Background: an optimization exercise with open tools, aiming at small area. Do not read the settings as production practice. In this exercise RTL edits were held to simulation tests only and were not proved equivalent to the original. No activity file was given, so power comes from the tool's default toggle rates.

==> flow/design.v <==
package artp_pkg;
  localparam int SLOTS_DEF = 8;
endpackage
module ack_retry_pending_table (
  input  logic        clk,
  input  logic        rst_n,
  input  logic        in_valid,
  output logic        in_ready,
  input  logic [1:0]  in_req_type,
  input  logic [31:0] in_now_ms,
  input  logic [7:0]  in_dest_addr,
  input  logic [7:0]  in_packet_kind,
  input  logic [7:0]  in_ack_seq,
  input  logic [7:0]  in_ack_source,
  output logic        out_valid,
  input  logic        out_ready,
  output logic [2:0]  out_event,
  output logic [2:0]  out_slot,
  output logic [7:0]  out_seq,
  output logic [7:0]  out_peer_addr,
  output logic [7:0]  out_kind,
  output logic [3:0]  out_retry_count,
  output logic        out_ack_needed,
  output logic [31:0] out_lost_total,
  output logic        out_last,
  input  logic        cfg_we,
  input  logic [2:0]  cfg_idx,
  input  logic [15:0] cfg_wdata
);
  localparam logic [1:0] ST_IDLE = 2'd0, ST_EVAL = 2'd1, ST_ACC = 2'd2, ST_EMIT = 2'd3;
  logic        cfg_gw;
  logic [7:0]  cfg_own, cfg_bcast, cfg_dkind;
  logic [15:0] cfg_tmo;
  logic [3:0]  cfg_limit;
  always_ff @(posedge clk) begin
    if (!rst_n) begin
      cfg_gw    <= 1'b0;
      cfg_own   <= 8'd0;
      cfg_bcast <= 8'd255;
      cfg_dkind <= 8'd0;
      cfg_tmo   <= 16'd2000;
      cfg_limit <= 4'd3;
    end else if (cfg_we) begin
      case (cfg_idx)
        3'd0: cfg_gw    <= cfg_wdata[0];
        3'd1: cfg_own   <= cfg_wdata[7:0];
        3'd2: cfg_bcast <= cfg_wdata[7:0];
        3'd3: cfg_dkind <= cfg_wdata[7:0];
        3'd4: cfg_tmo   <= cfg_wdata;
        3'd5: cfg_limit <= cfg_wdata[3:0];
        default: ;
      endcase
    end
  end
  logic [1:0]   st;
  logic [2:0]   head_slot;
  logic [7:0]   seq_r;
  logic [31:0]  loss_r;
  logic         found;       
  logic         blk;         
  logic         to_q;        
  logic [1:0]   rt;          
  logic [7:0]   v_q, m_q;
  logic [63:0]  dest_q, kind_q, seq_q;
  logic [255:0] stamp_q;
  logic [31:0]  retr_q;
  logic         ov, o_last, o_an;
  logic [2:0]   o_ev, o_slot;
  logic [7:0]   o_seq, o_peer, o_kind;
  logic [3:0]   o_retr;
  wire        e_v    = v_q[0];
  wire        e_m    = m_q[0];
  wire [7:0]  e_dest = dest_q[7:0];
  wire [7:0]  e_kind = kind_q[7:0];
  wire [7:0]  e_seq  = seq_q[7:0];
  wire [31:0] e_stmp = stamp_q[31:0];
  wire [3:0]  e_retr = retr_q[3:0];
  wire gwk    = cfg_gw && (e_kind == cfg_dkind);
  wire is_bc  = (e_dest == cfg_bcast);
  wire for_us = (in_dest_addr == cfg_own) || (in_dest_addr == cfg_bcast);
  wire r_lt   = (e_retr < cfg_limit);
  wire [31:0] age1   = in_now_ms - stamp_q[63:32];
  wire        to_nxt = (age1[31:16] != 16'd0) || (age1[15:0] > cfg_tmo);
  wire eval   = (st == ST_EVAL);
  wire wr_new = eval && (in_req_type == 2'd0) && !e_v && !found;
  wire a_hit  = eval && (in_req_type == 2'd1) && e_v && for_us && (e_seq == in_ack_seq);
  wire tk     = eval && (in_req_type == 2'd2) && e_v;
  wire t_send = tk && gwk;
  wire t_bc   = tk && !gwk && is_bc;
  wire t_to   = tk && !gwk && !is_bc && to_q;
  wire t_retx = t_to && r_lt;
  wire t_fail = t_to && !r_lt;
  wire out_free = !ov || out_ready;
  wire any_m    = |m_q;
  wire others   = |m_q[7:1];
  wire acc_fire = (st == ST_ACC) && in_valid && !ov;
  wire emit_ld  = (st == ST_EMIT) && e_m && !blk && out_free;
  wire fail_ld  = emit_ld && (rt == 2'd2) && !e_v && !gwk;
  assign in_ready = (st == ST_ACC) && !ov;
  wire        v_new    = wr_new || (e_v && !(a_hit || t_send || t_bc || t_fail));
  wire        m_new    = eval ? (wr_new || a_hit || t_send || t_to) : (e_m && !emit_ld);
  wire [31:0] stmp_new = (wr_new || t_retx) ? in_now_ms : e_stmp;
  wire [3:0]  retr_new = wr_new ? 4'd0 : (t_retx ? e_retr + 4'd1 : e_retr);
  wire [7:0]  dest_new = wr_new ? in_dest_addr   : e_dest;
  wire [7:0]  kind_new = wr_new ? in_packet_kind : e_kind;
  wire [7:0]  seq_new  = wr_new ? seq_r          : e_seq;
  always_ff @(posedge clk) begin
    v_q     <= rst_n ? {v_new, v_q[7:1]} : 8'd0;
    m_q     <= {m_new, m_q[7:1]};
    dest_q  <= {dest_new, dest_q[63:8]};
    kind_q  <= {kind_new, kind_q[63:8]};
    seq_q   <= {seq_new, seq_q[63:8]};
    stamp_q <= {stmp_new, stamp_q[255:32]};
    retr_q  <= {retr_new, retr_q[31:4]};
    to_q    <= to_nxt;
  end
  always_ff @(posedge clk) begin
    if (!rst_n) begin
      st        <= ST_IDLE;
      head_slot <= 3'd0;
      seq_r     <= 8'd0;
      loss_r    <= 32'd0;
      ov        <= 1'b0;
    end else begin
      head_slot <= head_slot + 3'd1;
      if (wr_new)  seq_r  <= seq_r + 8'd1;
      if (fail_ld) loss_r <= loss_r + 32'd1;
      case (st)
        ST_IDLE: if (in_valid && head_slot == 3'd7) st <= ST_EVAL;
        ST_EVAL: if (head_slot == 3'd7) st <= ST_ACC;
        ST_ACC:  if (acc_fire) st <= any_m ? ST_EMIT : ST_IDLE;
        default: if (emit_ld && !others) st <= ST_IDLE;
      endcase
      if (acc_fire)     ov <= !any_m;
      else if (emit_ld) ov <= 1'b1;
      else if (out_ready) ov <= 1'b0;
    end
  end
  always_ff @(posedge clk) begin
    found <= (st == ST_IDLE) ? 1'b0 : (found || wr_new);
    if (head_slot == 3'd7) blk <= 1'b0;
    else if (acc_fire)     blk <= 1'b1;
    else if (e_m && !out_free) blk <= 1'b1;
    if (acc_fire) rt <= in_req_type;
  end
  always_ff @(posedge clk) begin
    if (acc_fire) begin
      o_ev   <= (in_req_type == 2'd0) ? 3'd1 : (in_req_type == 2'd1) ? 3'd3 : 3'd7;
      o_slot <= 3'd0;
      o_seq  <= (in_req_type == 2'd1) ? in_ack_seq : 8'd0;
      o_peer <= (in_req_type == 2'd1) ? in_ack_source :
                (in_req_type == 2'd0) ? in_dest_addr : 8'd0;
      o_kind <= 8'd0;
      o_retr <= 4'd0;
      o_an   <= 1'b0;
      o_last <= 1'b1;
    end else if (emit_ld) begin
      o_ev   <= (rt == 2'd0) ? 3'd0 : (rt == 2'd1) ? 3'd2 :
                e_v ? 3'd5 : (gwk ? 3'd4 : 3'd6);
      o_slot <= head_slot;
      o_seq  <= e_seq;
      if (rt == 2'd2) o_peer <= e_dest;
      o_kind <= e_kind;
      o_retr <= e_retr;
      o_an   <= (rt == 2'd0) && !cfg_gw && !is_bc;
      o_last <= !others;
    end
  end
  assign out_valid       = ov;
  assign out_event       = o_ev;
  assign out_slot        = o_slot;
  assign out_seq         = o_seq;
  assign out_peer_addr   = o_peer;
  assign out_kind        = o_kind;
  assign out_retry_count = o_retr;
  assign out_ack_needed  = o_an;
  assign out_lost_total  = loss_r;
  assign out_last        = o_last;
endmodule
==> flow/run.sh <==
#!/bin/bash
# synth_recipe.tcl (not shown) runs the flow's synth.tcl, then flattens the netlist and writes it again
# the make line also repeats each setting of config.mk as NAME=value (left out here)
make -C /OpenROAD-flow-scripts/flow DESIGN_CONFIG=/design/flow/config.mk WORK_HOME=/design/flow/orfs CLKGATE_MAP_FILE= SYNTH_SCRIPT=/design/flow/synth_recipe.tcl finish
==> flow/config.mk <==
export PLATFORM = sky130hd
export DESIGN_NAME = ack_retry_pending_table
export DESIGN_NICKNAME = ack_retry_pending_table
export VERILOG_FILES = /design/flow/design.v
export SDC_FILE = /design/flow/constraint.sdc
export NUM_CORES = 4
export LEC_CHECK = 0
export CAP_MARGIN = 20
export CORE_MARGIN = 2
export CORE_UTILIZATION = 40
export SLEW_MARGIN = 20
==> flow/constraint.sdc <==
create_clock -name core_clock -period 10.0 [get_ports {clk}]
set_input_delay 2.0000 -clock core_clock [delete_from_list [all_inputs] [get_ports {clk}]]
set_output_delay 2.0000 -clock core_clock [all_outputs]
set_load 0.01 [all_outputs]
==> results of run 1 <==
-- per-layer routing --
layer / wire (µm) / vias up
met1: 19000 / 5534
met5: 0 / -
met3: 1970 / 59
li1: - / 5782
met4: 781 / 0
met2: 16500 / 242
-- stage by stage --
| step | hold slack [ns] | cell area, µm² |
|---|---|---|
| 2_1_floorplan | 0.310 | 19200 |
| 3_3_place_gp | 0.310 | 21400 |
| 3_5_place_dp | 0.312 | 21400 |
| 4_1_cts | 0.308 | 23600 |
| 5_1_grt | 0.313 | 23600 |
| 6_report | 0.316 | 23600 |
-- Yosys cell counts (27+ instances only) --
| master | count |
|---|---|
| xor2_1 | 31 |
| mux2_2 | 51 |
| dfxtp_1 | 607 |
| nor2_1 | 39 |
| clkbuf_1 | 35 |
| ha_1 | 59 |
| a21oi_1 | 64 |
| o21ai_0 | 32 |
| mux2i_1 | 27 |
| nand3_1 | 30 |
| inv_1 | 64 |
| nand2_1 | 181 |
| and2_1 | 43 |
| xnor2_1 | 62 |
| a21boi_0 | 33 |
-- flip-flops by register name (all words and copies together), names as in the netlist, 2 cells and up --
name,count
cfg_dkind,8
o_retr,4
head_slot,3
rt,2
o_slot,3
v_q,8
st,2
seq_q,64
seq_r,8
loss_r,32
cfg_bcast,8
kind_q,64
o_peer,8
o_kind,8
cfg_own,8
stamp_q,256
m_q,8
cfg_limit,4
dest_q,64
o_seq,8
cfg_tmo,16
retr_q,32
o_ev,3
-- cell families after synthesis --
| group | count (synthesis) | share of synthesized area [%] |
|---|---|---|
| and+or+nand+nor | 415 | 10.8 |
| xor gates and xnor gates | 93 | 4.25 |
| DFF | 628 | 66.6 |
| buffers and inverters | 107 | 2.15 |
| AOI/OAI and AO/OA | 218 | 7.62 |
| muxes | 82 | 4.64 |
| adders and majority gates | 60 | 3.95 |
-- cell type report --
class,count,area (µm²),share of cell area (%)
clock buffer,81,1740,7.38
clock inverter,33,395,1.67
inverter,65,244,1.03
multi-input combinational,868,6020,25.5
sequential,628,12800,54.1
tap,615,769,3.26
timing repair buffer,165,1650,7.00
-- worst max path at each step --
stage / start / end / slack [ns] / depth (start not counted)
floorplan: in_now_ms[0] / to_q / 4.58 / 19
global placement: in_now_ms[0] / to_q / 3.56 / 22
detailed placement: in_now_ms[0] / to_q / 3.53 / 22
CTS: in_now_ms[0] / to_q / 4.15 / 22
global route: in_now_ms[0] / to_q / 3.81 / 22
finish: in_now_ms[0] / to_q / 4.16 / 22
-- power by group through the flow --
stage          registers, mW  logic [mW]  clock network [mW]
6_report                2.54       0.187                2.36
3_5_place_dp            2.59       0.185                   0
5_1_grt                 2.54       0.206                2.53
3_3_place_gp            2.59       0.184                   0
2_1_floorplan           2.59       0.105                   0
4_1_cts                 2.54       0.187                2.43
==> run notes, run 1 <==
- The layout-stage area growth over the synthesis result is 23.1%.
- The filler cell count in the final layout is 4223.
- The timing-limited maximum frequency is 171 MHz.
- The routed design could run at a clock period as short as 5.84 ns.
- The final setup violation count is 0.
- The I/O pin total is 160.
- The number of cells on the worst reg-to-reg path is 20.
- The global routing stage identified its most utilized layer as met2.
- For this run, the share of the core covered by cells in the final layout is 49.7%.
- Sequential elements use 66.6% of the synthesized area.
- The critical register-to-register path startpoint is stamp_q[36].
- The maximum root-to-sink buffer count is 3.
- The arrival time of the worst setup path is 6.31 ns.
- In the routed design, unresolved DRC markers number 0.
- The number of buffers created by CTS is 60.
- The net switching power is 1.07 mW.
- At the end of the flow, the number of nets in the layout was 1938.
- The number of standard cells in the final layout excluding fillers is 2455.
- The post-synthesis sequential element count is 628.
- The power share of the clock group is 46.4%.
- For this block, the via count after detailed routing is 11600.
- Buffers added to address setup during post-CTS repair amount to 0.
- The hold buffer count at cts is 0.
- The deepest level of the CTS H-tree is 2.
- In this run the cell area of the synthesized design comes to 19200 µm².
- The sum of net half-perimeters after detailed placement is 26700 µm.
- The global placer's final weighted congestion is 0.849.
- Across the VDD grid, the largest voltage drop is 0.146 mV.
- The worst hold path terminates at retr_q[15].
- The die boundary height is 223 µm.
- The setup slack of the critical path after layout is 4.16 ns.
- Of all nets on the critical path, the largest fanout is 3.
- The max-slew violation count is 0.
- The flow ran to the end and the layout has no timing, DRC or antenna violations.
- At the worst endpoint, the required time is 10.47 ns.
- In the global route stage, overall resource usage came out at 15.5%.
- In this run the remaining antenna-violating nets after routing total 0.
- The number of global-route vias before repair was 11300.
- The relative slew slack is 35.3%.
- The largest individual stage delay along the critical path comes from the cell clkdlybuf4s50_1.
- The internal cell power is 4.01 mW.
- The switching part of the total power is 21.1%.
- The hold violation total from the final report is 0.
- The number of gates resized after cts is 0.
- The post-detailed-route via-to-cell ratio is 4.73.
- Yosys attributes the largest share of cell area to dfxtp_1 (63%), ha_1 (3.8%), nand2_1 (3.5%).
- The design draws 5.08 mW.
- The core footprint is 47500 µm².
- The met3 global-route usage is 3.54%.
- The met2 track demand over resource in global routing is 23.6%.
- The path class of the lowest-slack min-delay path is flip-flop to flip-flop.
- The per-instance average area after synthesis is 12.0 µm².
- For this run, global-route usage on met1 was measured as 22.0%.
- After detailed routing, the average wire length per cell comes to 15.6 µm.
- The floorplan row count is 80.
- Combinational logic burns 3.7% of the power.
- The number of flops mapped to enable cells by yosys is 21.
- The highest cell delay on the worst timing path is 0.46 ns.
- The synthesized design spends more area on one cell type than any other, namely dfxtp_1.
- The number of antenna violations at the first check in global routing came to 0.
- The total leakage power is 9.26 nW.
- TritonCTS built the clock tree.
- The first global-routing pass estimated 61200 µm of wire.
- In this run, distinct cell masters in the synthesized netlist total 76.
- Synthesis handed over a netlist of 1603 instances.
- Port buffering added 159 buffers.
- The die span in x is 223 µm.
- The category of cells accounting for the largest share of critical-path delay is simple AND/OR/NAND/NOR gates.
- Traced cell by cell, the critical path runs through clkdlybuf4s50_1, inv_1, ha_1, fa_1, and2b_1, o2111ai_2, nand2_1, a21oi_1, nor2b_1, o21ai_0, nand2b_1, a21oi_1, xnor2_1, ha_1, nand4_1, a21oi_1, a2111oi_0, o21ai_0, a221oi_2, nand3_1, nor4_1, nand4_1.
- The category of the worst setup path capture point is a flip-flop.
- The total iterations of the first detailed-routing run is 5.
- For the worst-skew pair, the clock arrives at the later sink with an insertion delay of 0.62 ns.
- The register share of total power is 50.0%.
- The startpoint class of the critical path is a primary input.
- The critical path is of the primary input to flip-flop type.
- The number of cells after detailed placement is 2340.
- For the pin with the worst max-slew slack, the measured transition is 0.969 ns.
- The repair_antennas step left the layout with diodes totalling 0.
- The root buffer cell chosen for the clock tree is clkbuf_16.
- For this configuration, the core starts out at a cell density of 40.4%.
- After clock tree synthesis, the clock-pin slew on the worst setup and hold paths is 0.07 ns.
- The most common flop cell mapped by yosys is dfxtp_1.
- Setup repair after global routing left no endpoint under its margin.
- The routed wire length is 38300 µm.
- The number of buffer and inverter stages on the critical path is 2.
- Adding up every negative setup slack in the final design gives 0 ns.
- The share of synthesized area in the top cell type comes to 63.3%.
- The destination of the worst register-to-register timing path is to_q.
- After synthesis, the share of flip-flops with an asynchronous set or reset is 0%.
- Leaving out fill and tap cells, the most frequent cell in the layout is dfxtp_1.
- The cell with the most instances on the worst path is a21oi_1.
- Dividing total power by cell area gives a power density of 215 nW/µm².
- Across all register-to-register paths, the minimum setup slack is 5.79 ns.
- The clock sink total is 628.
- OpenSTA, run right after detailed placement, puts the worst setup slack at 3.53 ns.
- The net count of the mapped netlist is 1753.
- The cell depth of the worst min-delay path is 0.
- The fraction of the cycle the final worst path needs is 58.4%.
- For the final database, setup skew stands at 0.0279 ns.
- The largest net degree at the start of global routing is 100.
- The startpoint identified for the worst hold timing path is retr_q[19].
- The total overflow left after global routing is 0.
- In the layout the commonest cells are dfxtp_1 (607), nand2_1 (181), clkdlybuf4s50_1 (158).
- The die covers 49700 µm².
- The max-capacitance violation count is 0.
- The fraction of layout instances using a drive strength above 1 is 10.8%.
- The iteration-0 DRC count of the detailed router is 628.
- The number of warning messages in the yosys log is 1.
==> run 2: changes to the inputs <==
--- a/flow/config.mk
+++ b/flow/config.mk
@@ -8,4 +8,5 @@
 export CAP_MARGIN = 20
 export CORE_MARGIN = 2
 export CORE_UTILIZATION = 40
+export CTS_BUF_LIST = sky130_fd_sc_hd__clkbuf_4
 export SLEW_MARGIN = 20
==> run notes, run 2 <==
- The insertion delay to the later sink of the worst-skew pair is 0.92 ns.
- The portion of netlist area occupied by mux cells is 4.64%.
- The first global-routing pass estimated 62600 µm of wire.
- For met1 alone, demand over resource in global routing was 21.4%.
- The number of vias in the routed layout is 12100.
- The most common flop cell mapped by yosys is dfxtp_1.
- The deepest level of the CTS H-tree is 4.
- The number of gates resized after cts is 0.
- The worst pin sits at a relative slew slack of 35.2%.
- The depth of the most critical reg-to-reg path is 20.
- The part of the Yosys area used for sequential elements is 66.6%.
- The core footprint is 47500 µm².
- The share of synthesized area in the top cell type comes to 63.3%.
- The critical path starts at in_now_ms[0].
- The DRC violation count after routing is 0.
- STA puts the critical path data arrival time at 6.32 ns.
- The routed wire length is 38900 µm.
- The number of cells after detailed placement is 2340.
- The worst setup path is launched from a primary input.
- Measured along the y axis, the die boundary spans 223 µm.
- By area, the combinational part of the netlist is dominated by simple AND/OR/NAND/NOR gates.
- The post-synthesis share of cell area spent on xor and xnor gates is 4.25%.
- The number of global-route vias before repair is 12200.
- In the routed layout, each cell is associated on average with a via count of 4.68.
- The clock network accounts for 41.9% of the total power.
- The internal reg-to-reg setup slack is 5.74 ns.
- The critical register-to-register path startpoint is stamp_q[32].
- The max-capacitance violation count is 0.
- The wire-length estimate of the detail-placed layout is 26700 µm.
- The die span in x is 223 µm.
- VDD sags by at most 0.112 mV.
- The synthesized netlist cell count is 1603.
- Of the total synthesized cell area, the portion taken by AND, OR, NAND and NOR gates is 10.8%.
- The effective utilization at floorplan is 40.4%.
- Registers are responsible for 54.1% of the overall power.
- In the final routed layout, each cell accounts on average for 15.0 µm.
- The number of different library cells in the post-synthesis netlist is 76.
- The clock sink total is 628.
- The total iterations of the first detailed-routing run is 6.
- On the critical path, the stage with the largest delay is an instance of clkdlybuf4s50_1.
- Of the cells placed in the final design, the portion with a size suffix greater than 1 is 16.4%.
- The hold slack is 0.293 ns.
- stamp_q holds more flip-flops than any other register.
- The post-synthesis sequential element count is 628.
- For this run, global-route usage on met2 was measured as 23.4%.
- The path class of the lowest-slack min-delay path is flip-flop to flip-flop.
- The synthesized netlist devotes 3.95% of its cell area to adder and majority cells.
- The detail route stage leaves a number of antenna-violating nets equal to 0.
- After synthesis, the share of flip-flops with an asynchronous set or reset is 0%.
- After routing, the total negative slack on setup checks comes to 0 ns.
- Counting along the longest clock path gives a buffer depth of 3.
- Averaged over all synthesized cells, the footprint is 12.0 µm².
- The cell depth of the worst min-delay path is 0.
- The most common cell in the synthesized netlist is dfxtp_1.
- In this run the power spent charging and discharging nets is 1.05 mW.
- Global routing used 5.16% of the available met3 tracks.
- The library cells used most frequently in the layout, excluding fill and tap cells, are dfxtp_1 (607), clkbuf_4 (216), nand2_1 (181).
- The cell with the most instances on the worst path is a21oi_1.
- For this design, the CTS-stage hold fixing added 0 buffers.
- Ranked by instance count, the synthesized netlist is headed by dfxtp_1 (607), nand2_1 (181), a21oi_1 (64), inv_1 (64), xnor2_1 (62).
- The minimum clock period is 5.55 ns.
- Traced cell by cell, the critical path runs through clkdlybuf4s50_1, inv_1, ha_1, fa_1, and2b_1, o2111ai_2, nand2_1, a21oi_1, nor2b_1, o21ai_0, nand2b_1, a21oi_1, xnor2_1, ha_1, nand4_1, a21oi_1, a2111oi_0, o21ai_0, a221oi_2, nand3_1, nor4_1, nand4_1.
- In this run, CTS created clock tree buffers numbering 156.
- The final setup violation count is 0.
- The synthesized design spends more area on one cell type than any other, namely dfxtp_1.
- The net count reported at finish is 2034.
- TritonCTS built the clock tree.
- The floorplan row count is 80.
- The utilization after layout is 49.0%.
- The end point of the worst hold path is retr_q[24].
- The number of antenna violations at the first check in global routing was 2.
- The number of warning messages in the yosys log is 1.
- For the worst setup path, the data required time is 10.76 ns.
- When the netlist entered floorplanning its net count stood at 1753.
- The layout has 4337 filler cells.
- The analysis attributes to cell leakage a power of 9.28 nW.
- The critical path is of the primary input to flip-flop type.
- The cell sitting at the root of the clock tree is a clkbuf_4.
- The ratio of total power to cell area is 201 nW/µm².
- The count of port buffers added during placement is 159.
- The hold violation total from the final report is 0.
- The setup skew after layout is 0.0424 ns.
- The combined global-route utilization of all metal layers is 16.1%.
- The highest cell delay on the worst timing path is 0.46 ns.
- Based on the critical path, the design can be clocked at up to 180 MHz.
- The number of standard cells in the final layout excluding fillers is 2594.
- In this run the post-CTS setup repair buffer count came out at 0.
- The die covers 49700 µm².
- Yosys mapped a number of flops with a built-in enable equal to 21.
- The iteration-0 DRC count of the detailed router is 552.
- The actual transition at the worst max-transition pin is 0.971 ns.
- The run finished with no timing, DRC or antenna violations.
- The I/O pin total is 160.
- After layout, the worst path uses 55.5% of the clock period.
- The synthesized netlist devotes 7.62% of its cell area to compound gates.
- The category of the worst setup path capture point is a flip-flop.
- The startpoint of the worst hold path is retr_q[28].
- The clock slew seen by the registers of the worst setup and hold paths is 0.07 ns.
- The destination of the worst register-to-register timing path is to_q.
- The largest fanout on the critical path is 3.
- The max-slew violation count is 0.
- The cell area after synthesis is 19200 µm².
- At the end of routability-driven placement, the weighted congestion stood at 0.849.
- The internal cell power is 3.64 mW.
- Relative to the synthesized area, the layout overhead comes to 21.6%.
- Ranked by total cell area, the synthesized netlist is headed by dfxtp_1 (63%), ha_1 (3.8%), nand2_1 (3.5%).
- For this run the aggregate overflow at the end of global routing stands at 0.
- In this run, the combinational gates consume 4.0% of the power.
- The leading cell type in the layout, fill and taps excluded is dfxtp_1.
- The global routing stage identified its most utilized layer as met2.
- Entering global routing, the biggest net connects 100 pins.
- Of the total power, the share spent switching nets is 22.4%.
- The flip-flop count of the largest register, all copies and words added is 256.
- Setup repair after global routing left no endpoint under its margin.
==> run 2: layer usage <==
metal,up-vias,wire length [µm]
met5,-,0
met2,301,16900
met1,5727,19000
li1,6044,-
met3,72,2090
met4,0,975
==> run 2: metrics by stage <==
step	setup WS [ns]	power, mW	cell area (µm²)
2_1_floorplan	4.58	2.70	19200
3_3_place_gp	3.56	2.78	21400
3_5_place_dp	3.53	2.78	21400
4_1_cts	4.55	4.78	23300
5_1_grt	4.17	4.93	23300
6_report	4.45	4.69	23300
==> run 2: final cells by class <==
| type | instances | area [µm²] | share of cell area (%) |
|---|---|---|---|
| Antenna cell | 2 | 5.00 | 0.0215 |
| Clock buffer | 216 | 1620 | 6.95 |
| Clock inverter | 35 | 221 | 0.950 |
| Inverter | 65 | 244 | 1.05 |
| Multi-Input combinational cell | 868 | 6020 | 25.8 |
| Sequential cell | 628 | 12800 | 54.8 |
| Tap cell | 615 | 769 | 3.30 |
| Timing Repair Buffer | 165 | 1650 | 7.08 |
==> run 2: kinds of logic (layout without fill, tap and decap cells) <==
group	Yosys count	in the layout
adder cells (fa/ha/maj)	60	60
XOR/XNOR	93	93
AND/OR/NAND/NOR	415	415
flip-flops	628	628
buffers and inverters	107	481
other	0	2
AO/OA/AOI/OAI	218	218
multiplexers	82	82
==> run 2: power groups by stage <==
stage          Sequential (mW)  Clock [mW]  Combinational [mW]
2_1_floorplan             2.59           0               0.105
3_3_place_gp              2.59           0               0.184
3_5_place_dp              2.59           0               0.185
4_1_cts                   2.54        2.06               0.187
5_1_grt                   2.54        2.19               0.206
6_report                  2.54        1.97               0.187
==> run 2: worst max-delay path, delay by kind of cell <==
kind | cells | cell delay (ns)
adder cells (fa/ha/maj) | 3 | 0.92
XOR/XNOR | 1 | 0.14
AO/OA/AOI/OAI | 8 | 1.32
buffers and inverters | 2 | 0.53
AND/OR/NAND/NOR | 8 | 1.41
==> run 2: worst max path at each step <==
stage          slack (ns)  depth (start not counted)    to
2_1_floorplan        4.58                         19  to_q
3_3_place_gp         3.56                         22  to_q
3_5_place_dp         3.53                         22  to_q
4_1_cts              4.55                         22  to_q
5_1_grt              4.17                         22  to_q
6_report             4.45                         22  to_q
==> run 3: changes to the inputs <==
--- a/flow/config.mk
+++ b/flow/config.mk
@@ -7,6 +7,7 @@
 export LEC_CHECK = 0
 export CAP_MARGIN = 20
 export CORE_MARGIN = 2
-export CORE_UTILIZATION = 40
-export CTS_BUF_LIST = sky130_fd_sc_hd__clkbuf_4
+export CORE_UTILIZATION = 60
+export CTS_CLUSTER_DIAMETER = 100
+export CTS_CLUSTER_SIZE = 30
 export SLEW_MARGIN = 20
==> run notes, run 3 <==
- The number of vias in the routed layout is 11200.
- The worst setup path is launched from a primary input.
- The depth of the most critical reg-to-reg path is 20.
- The total inserted antenna cells is 0.
- In this run, synthesis produced a sequential element count of 628.
- The setup skew after layout is 0.0139 ns.
- The category of the critical setup timing path is primary input to flip-flop.
- The cell depth of the worst setup path is 22.
- Counting both buffers and inverters, the worst setup path holds a total of 2.
- The hold buffer count at cts is 0.
- In this run the clock root is driven by a clkbuf_16.
- The slowest stage of the critical path is the clkdlybuf4s50_1 cell.
- Clock tree synthesis inserted a total of 24 buffers.
- At the worst endpoint, the arrival time is 6.27 ns.
- In the final routed layout, each cell accounts on average for 16.8 µm.
- The library cell used most frequently in the layout, excluding fill and tap cells, is dfxtp_1.
- The number of global-route vias before repair is 10900.
- The combined global-route utilization of all metal layers is 21.6%.
- Dividing the synthesized area by the synthesized cell count gives 12.0 µm².
- Adding up every negative setup slack in the final design gives 0 ns.
- The minimum clock period is 5.84 ns.
- The timing-limited maximum frequency is 171 MHz.
- The part of the Yosys area used for sequential elements is 66.6%.
- Compared with the post-synthesis result, the final layout area differs by 13.9%.
- For this run, the slowest stage of the critical path takes 0.46 ns.
- The iteration-0 DRC count of the detailed router is 661.
- The max-capacitance violation count is 0.
- The max-slew violation count came to 0.
- The largest fanout on the critical path is 3.
- The floorplan has 65 rows.
- The synthesized netlist occupies a cell area of 19200 µm².
- The category of the worst setup path capture point is a flip-flop.
- The pre-antenna-repair detailed-routing pass consisted of 4 iterations.
- The relative slew slack is 27.4%.
- For the pin with the worst max-slew slack, the measured transition is 1.09 ns.
- The clock sink total is 628.
- The deepest level of the CTS H-tree is 1.
- The flow ran to the end and the layout has no timing, DRC or antenna violations.
- For this design the static power due to leakage is 8.51 nW.
- The die is 183 µm wide.
- The wire length of the first global-routing pass is 57800 µm.
- The fraction of the cycle the final worst path needs is 58.4%.
- By instance count, the leading cell after synthesis is dfxtp_1.
- The number of antenna violations at the first check in global routing is 0.
- The maximum vdd drop is 0.183 mV.
- In the layout the commonest cells are dfxtp_1 (607), nand2_1 (181), clkdlybuf4s50_1 (158).
- The core footprint is 31600 µm².
- 160 I/O pins were placed.
- The maximum root-to-sink buffer count is 3.
- The die covers 33400 µm².
- The routed wire length is 36200 µm.
- The fraction of registers with async set or reset after synthesis is 0%.
- The largest net degree at the start of global routing is 100.
- dfxtp_1 takes more of the synthesized area than any other cell.
- The path class of the tightest hold or removal check is flip-flop to flip-flop.
- Gates resized during post-CTS repair numbered 0.
- From bottom edge to top edge, the die measures 183 µm.
- Global routing finished with a remaining overflow of 0.
- Synthesis produced a netlist with a net count of 1753.
- The post-detailed-route via-to-cell ratio is 5.17.
- The initial utilization of the core area, before any placement, comes to 60.8%.
- The clock slew seen by the registers of the worst setup and hold paths is 0.11 ns.
- The power consumption is 3.87 mW.
- The cell with the most instances on the worst path is a21oi_1.
- In this run the remaining antenna-violating nets after routing total 0.
- Broken down by cell family, the worst path's largest delay share belongs to simple AND/OR/NAND/NOR gates.
- Ranked by total cell area, the synthesized netlist is headed by dfxtp_1 (63%), ha_1 (3.8%), nand2_1 (3.5%).
- The number of warning messages in the yosys log is 1.
- The net count reported at finish is 1901.
- TritonCTS built the clock tree.
- The top cell type by area accounts for 63.3% of the synthesized area.
- The register bank with the most flops is stamp_q.
- The sum of net half-perimeters after detailed placement is 26100 µm.
- Counting instances in the post-synthesis netlist gives the leading cell types as dfxtp_1 (607), nand2_1 (181), a21oi_1 (64), inv_1 (64), xnor2_1 (62).
- Counting every instance in the synthesized netlist gives 1603.
- The fraction of layout instances using a drive strength above 1 is 6.49%.
- The ratio of total power to cell area is 177 nW/µm².
- Walking the worst path, the cells encountered are clkdlybuf4s50_1, inv_1, ha_1, fa_1, and2b_1, o2111ai_2, nand2_1, a21oi_1, nor2b_1, o21ai_0, nand2b_1, a21oi_1, xnor2_1, ha_1, nand4_1, a21oi_1, a2111oi_0, o21ai_0, a221oi_2, nand3_1, nor4_1, nand4_1.
- The register with the most flip-flops in the layout has 256 of them.
- Counting distinct cell types in the post-synthesis netlist gives 76.
- In the synthesized netlist the dominant register cell turns out to be dfxtp_1.
- Setup repair after global routing left no endpoint under its margin.
- The later pin in the worst-skew pair is clocked with a latency of 0.56 ns.
- The number of setup buffers added after CTS is 0.
- Setup violations remaining at the end of the flow were counted as 0.
- The hold violation total from the final report is 0.
- The global placer's final weighted congestion is 0.870.
- After detailed routing, the number of remaining DRC violations is 0.
- Data on the critical path is required at its endpoint by 10.43 ns.
- The cell depth of the worst min-delay path is 0.
- Yosys mapped a number of flops with a built-in enable equal to 21.
- Port buffering added 159 buffers.
[run 3: layer usage]
metal,vias to the layer above,wire length [µm],part of all wire [%],global-route usage (%)
li1,5662,-,-,-
met1,5295,16800,46,28.9
met2,161,17700,49,38.0
met3,47,1030,2.8,2.58
met4,0,726,2.0,4.54
met5,-,0,0,0
[run 3: path summary, 6_finish.rpt]
check,from,end,slack (ns)
hold / removal,stamp_q[122],stamp_q[90],0.33
setup reg to reg,stamp_q[36],to_q,5.75
setup / recovery,in_now_ms[0],to_q,4.16
hold reg to reg,stamp_q[122],stamp_q[90],0.33
[run 3: area by class of cell]
cell class	count	area [µm²]
inverters	65	244
flip-flops and latches	628	12800
fillers	2335	9710
well taps	402	503
repair buffers	164	1640
multi-input cells	868	6010
clock buffers	31	658
[run 3: stage by stage]
step	hold slack [ns]	setup WS (ns)	cells	instance area [µm²]	utilization, %
2_1_floorplan	0.310	4.58	1603	19200	-
3_3_place_gp	0.310	3.76	2126	21200	67.1
3_5_place_dp	0.312	3.62	2127	21200	67.1
4_1_cts	0.331	4.23	2158	21800	69.2
5_1_grt	0.335	3.81	2158	21800	69.2
6_report	0.328	4.16	2158	21800	69.2
[run 3: worst reg2reg max path, delay by kind of cell (launching register included)]
family                   cells  cell delay (ns)
flip-flops                   1             0.37
AND/OR/NAND/NOR              7             0.99
buffers and inverters        1             0.06
adder cells (fa/ha/maj)      2             0.62
XOR/XNOR                     1             0.15
AO/OA/AOI/OAI                9             1.93
[run 3: power breakdown]
part	internal, mW	leakage, nW	total (mW)	switching [mW]
sequential	2.53	5.08	2.54	0.00688
clock	0.466	0.321	1.15	0.689
combinational	0.0867	3.11	0.183	0.0962
[run 3: cell families (layout without fill, tap and decap cells)]
family | count (synthesis) | count (layout) | synth area share (%)
AOI/OAI and AO/OA | 218 | 218 | 7.62
adders and majority gates | 60 | 60 | 3.95
DFF | 628 | 628 | 66.6
muxes | 82 | 82 | 4.64
xor gates and xnor gates | 93 | 93 | 4.25
buffers and inverters | 107 | 260 | 2.15
and+or+nand+nor | 415 | 415 | 10.8
==> run 4: changes to the inputs <==
--- a/flow/config.mk
+++ b/flow/config.mk
@@ -7,7 +7,8 @@
 export LEC_CHECK = 0
 export CAP_MARGIN = 20
 export CORE_MARGIN = 2
-export CORE_UTILIZATION = 60
-export CTS_CLUSTER_DIAMETER = 100
-export CTS_CLUSTER_SIZE = 30
+export CORE_UTILIZATION = 40
+export CTS_BUF_LIST = sky130_fd_sc_hd__clkbuf_8
+export CTS_CLUSTER_DIAMETER = 80
+export CTS_CLUSTER_SIZE = 20
 export SLEW_MARGIN = 20
==> run notes, run 4 <==
- The leading cell type in the layout, fill and taps excluded is dfxtp_1.
- The tree built by TritonCTS fans out to 628 sinks.
- The worst setup path is launched from a primary input.
- For this run, the register share of the synthesized area comes to 66.6%.
- In this run the vertical extent of the chip is 223 µm.
- Setup violations remaining at the end of the flow were counted as 0.
- After detailed routing, the total wire length is 37600 µm.
- The number of buffers created by CTS is 38.
- The cell with the biggest individual delay on the critical path is clkdlybuf4s50_1.
- The total inserted antenna cells is 0.
- The DRC violation count after routing is 0.
- The detail route stage leaves a number of antenna-violating nets equal to 0.
- Among all cell types in the netlist, the one instantiated most often is dfxtp_1.
- At the pin with the least slew margin, the transition time is 0.969 ns.
- The number of different library cells in the post-synthesis netlist is 76.
- The combined global-route utilization of all metal layers is 15.2%.
- The finished cells cover 22100 µm².
- The number of cells after detailed placement is 2340.
- The maximum vdd drop is 0.120 mV.
- The global placer's final weighted congestion is 0.849.
- The placed instance area is 21400 µm².
- Summing over every cut layer, the via total after detailed routing is 11400.
- Cells fill 46.5% of the core in the end.
- The end point of the worst hold path is dest_q[6].
- The top cell types in the final layout, fill and taps aside, are dfxtp_1 (607), nand2_1 (181), clkdlybuf4s50_1 (158).
- The insertion delay to the later sink of the worst-skew pair is 0.63 ns.
- Relative to the synthesized area, the layout overhead comes to 15.2%.
- More flip-flops sit in one register than any other, and that register is stamp_q.
- The share of total power dissipated in combinational logic is 4.9%.
- The path class of the lowest-slack min-delay path is flip-flop to flip-flop.
- By count the netlist is led by dfxtp_1 (607), nand2_1 (181), a21oi_1 (64), inv_1 (64), xnor2_1 (62).
- The I/O pin total is 160.
- The net count of the finished layout is 1916.
- The fraction of registers with async set or reset after synthesis is 0%.
- The critical register-to-register path startpoint is stamp_q[36].
- The core footprint is 47500 µm².
- The fraction of layout instances using a drive strength above 1 is 7.65%.
- The internal portion of the total power is 3.00 mW.
- The fraction of the cycle the final worst path needs is 57.8%.
- The H-tree was split into 2 levels.
- The master cell of the clock root buffer is clkbuf_8.
- Summed over all cells, the static leakage comes to 8.55 nW.
- Once the floorplan was initialized, standard cells occupied 40.4% of the core.
- The max-slew violation count is 0.
- Yosys mapped a number of flops with a built-in enable equal to 21.
- In this run switching power makes up 21.8% of total power.
- When the netlist entered floorplanning its net count stood at 1753.
- The first global-routing pass estimated 60100 µm of wire.
- The number of antenna violations at the first check in global routing is 0.
- The clock network burns 29.2% of the power.
- The die span in x is 223 µm.
- Setup repair after global routing left no endpoint under its margin.
- The wire-length estimate of the detail-placed layout is 26700 µm.
- The final sum of negative setup slack is 0 ns.
- Counting every instance in the synthesized netlist gives 1603.
- After synthesis, the cell types taking the most area are dfxtp_1 (63%), ha_1 (3.8%), nand2_1 (3.5%).
- The arrival time of the worst setup path is 6.27 ns.
- The depth of the most critical reg-to-reg path is 20.
- The per-instance average area after synthesis is 12.0 µm².
- Post-CTS timing repair inserted 0 buffers for setup.
- The minimum clock period is 5.78 ns.
- The worst hold path begins at dest_q[14].
- The largest fanout on the critical path is 4.
- The hold slack is 0.297 ns.
- The count of cells in the finished layout, fillers not included, comes to 2393.
- The cell area after synthesis is 19200 µm².
- The ratio of total power to cell area is 174 nW/µm².
- In the routed layout, each cell is associated on average with a via count of 4.78.
- The register with the most flip-flops in the layout has 256 of them.
- The most common flop cell mapped by yosys is dfxtp_1.
- The worst hold path was traced through 0 stages.
- The CTS tree is yes.
- The clock slew seen by the registers of the worst setup and hold paths is 0.12 ns.
- The number of global-route vias before repair is 11100.
- The largest single stage delay on the critical path is 0.53 ns.
- The most numerous cell type found on the critical path is a21oi_1.
- The number of gates resized after CTS was 0.
- The first routing iteration left 580 violations.
- The floorplan row count is 80.
- In this run the critical register-to-register path is captured at to_q.
- The share of the synthesized area in the top cell type is 63.3%.
- Dividing the detail-routed wire length by the instance count gives 15.7 µm.
- The pre-antenna-repair detailed-routing pass consisted of 6 iterations.
- The tool flagged a number of max-cap violations equal to 0.
- In this run, synthesis produced a sequential element count of 628.
- The timing-limited maximum frequency is 173 MHz.
- In this run the tightest slew margin relative to its limit is 35.3%.
- The clock passes through at most 3 buffers.
- The internal reg-to-reg setup slack is 5.82 ns.
- The category of the worst setup path capture point is a flip-flop.
- Walking the worst path, the cells encountered are clkdlybuf4s50_1, ha_1, a21o_1, a21oi_1, nand2_1, a21oi_1, nor2b_1, o21ai_0, nand2b_1, a21oi_1, xnor2_1, ha_1, nand4_1, a21oi_1, a2111oi_0, o21ai_0, a221oi_2, nand3_1, nor4_1, nand4_1.
- The die footprint is 49700 µm².
- Entering global routing, the biggest net connects 100 pins.
- The analysis attributes to net switching a power of 839 µW.
- Sequential cells burn 66.0% of the power.
- The hold violation total from the final report is 0.
- The setup skew after layout is 0.0427 ns.
- For this run, the number of Yosys warnings is 1.
- The category of the critical setup timing path is primary input to flip-flop.
- During placement, the flow inserted port buffers numbering 159.
- The hold buffer count at cts is 0.
- Data on the critical path is required at its endpoint by 10.49 ns.
- Global routing finished with a remaining overflow of 0.
- The flow ran to the end and the layout has no timing, DRC or antenna violations.
- The synthesized design spends more area on one cell type than any other, namely dfxtp_1.
## run 4: power groups by stage
stage / combinational, mW / sequential, mW / clock [mW]
global route: 0.206 / 2.54 / 1.28
floorplan: 0.105 / 2.59 / 0
global placement: 0.184 / 2.59 / 0
finish: 0.186 / 2.54 / 1.12
detailed placement: 0.185 / 2.59 / 0
CTS: 0.186 / 2.54 / 1.18
## run 4: metrics by stage
stage / total power, mW / setup WS [ns]
floorplan: 2.70 / 4.58
global placement: 2.78 / 3.56
detailed placement: 2.78 / 3.53
CTS: 3.91 / 4.21
global route: 4.02 / 3.88
finish: 3.84 / 4.22
## run 4: area by class of cell
type	instances	area, µm²
Multi-Input combinational cell	868	6020
Timing Repair Buffer	165	1650
Tap cell	615	769
Clock buffer	38	523
Clock inverter	14	111
Fill cell	4339	25400
Inverter	65	244
Sequential cell	628	12800
## run 4: worst max-delay path: cells and delay by family
family	cells	cell delay [ns]
buffers and inverters	1	0.53
AO/OA/AOI/OAI	9	1.90
AND/OR/NAND/NOR	7	1.03
adder cells (fa/ha/maj)	2	0.67
XOR/XNOR	1	0.14
## run 4: cells by family (layout without fill, tap and decap cells)
family | Yosys count | count (layout) | synth area share [%]
DFF | 628 | 628 | 66.6
xor gates and xnor gates | 93 | 93 | 4.25
buffers and inverters | 107 | 282 | 2.15
and+or+nand+nor | 415 | 415 | 10.8
AOI/OAI and AO/OA | 218 | 218 | 7.62
muxes | 82 | 82 | 4.64
adders and majority gates | 60 | 60 | 3.95
## run 4: worst max-delay path by stage
stage	endpoint	cells after the start	startpoint	slack (ns)
after floorplan	to_q	19	in_now_ms[0]	4.58
after global placement	to_q	22	in_now_ms[0]	3.56
after detailed placement	to_q	22	in_now_ms[0]	3.53
after CTS	to_q	22	in_now_ms[0]	4.21
after global routing	to_q	22	in_now_ms[0]	3.88
final	to_q	20	in_now_ms[4]	4.22
## run 4: per-layer routing
layer  routed length, µm  global-route usage [%]  vias up  part of all wire, %
li1                    -                       -     5684                    -
met1               18800                    21.9     5455                   50
met2               16200                    23.2      246                   43
met3                2010                    3.31       46                  5.4
met4                 635                    3.79        0                  1.7
met5                   0                       0        -                    0

what the ideal ports hide:
No port has a modelled driver above. Below, the same layouts with a new extraction and two added sets of constraints. Step 1 (the two cells are an assumption about what drives the block):
set clk [get_ports {clk}]
set_driving_cell -lib_cell sky130_fd_sc_hd__clkbuf_16 $clk
set_driving_cell -lib_cell sky130_fd_sc_hd__buf_2 [delete_from_list [all_inputs] $clk]
Step 2, shift: input delay + t, output delay - t, t = (earliest + latest rising clock arrival at the registers) / 2. This alone moves slack from input paths to output paths. Three values: ideal, step 1, step 2; two values: the first two.
run | t (ns) | slack for setup (ns) | worst setup path after step 2 | worst data-port slew with drivers (ns) | pins driven straight from the clock port
run 1 | 0.659 | 4.162 / 4.196 / 3.537 | input to register | 0.07 | 1
run 2 | 0.956 | 4.447 / 4.480 / 3.525 | input to register | 0.07 | 1
run 3 | 0.603 | 4.156 / 4.180 / 3.577 | input to register | 0.07 | 1
run 4 | 0.660 | 4.219 / 4.245 / 3.585 | input to register | 0.06 | 1
After both steps every run listed still meets setup and hold. The setup slack of run 2, which loses most, moves by +0.033 ns with the drivers and by -0.922 ns with both steps.
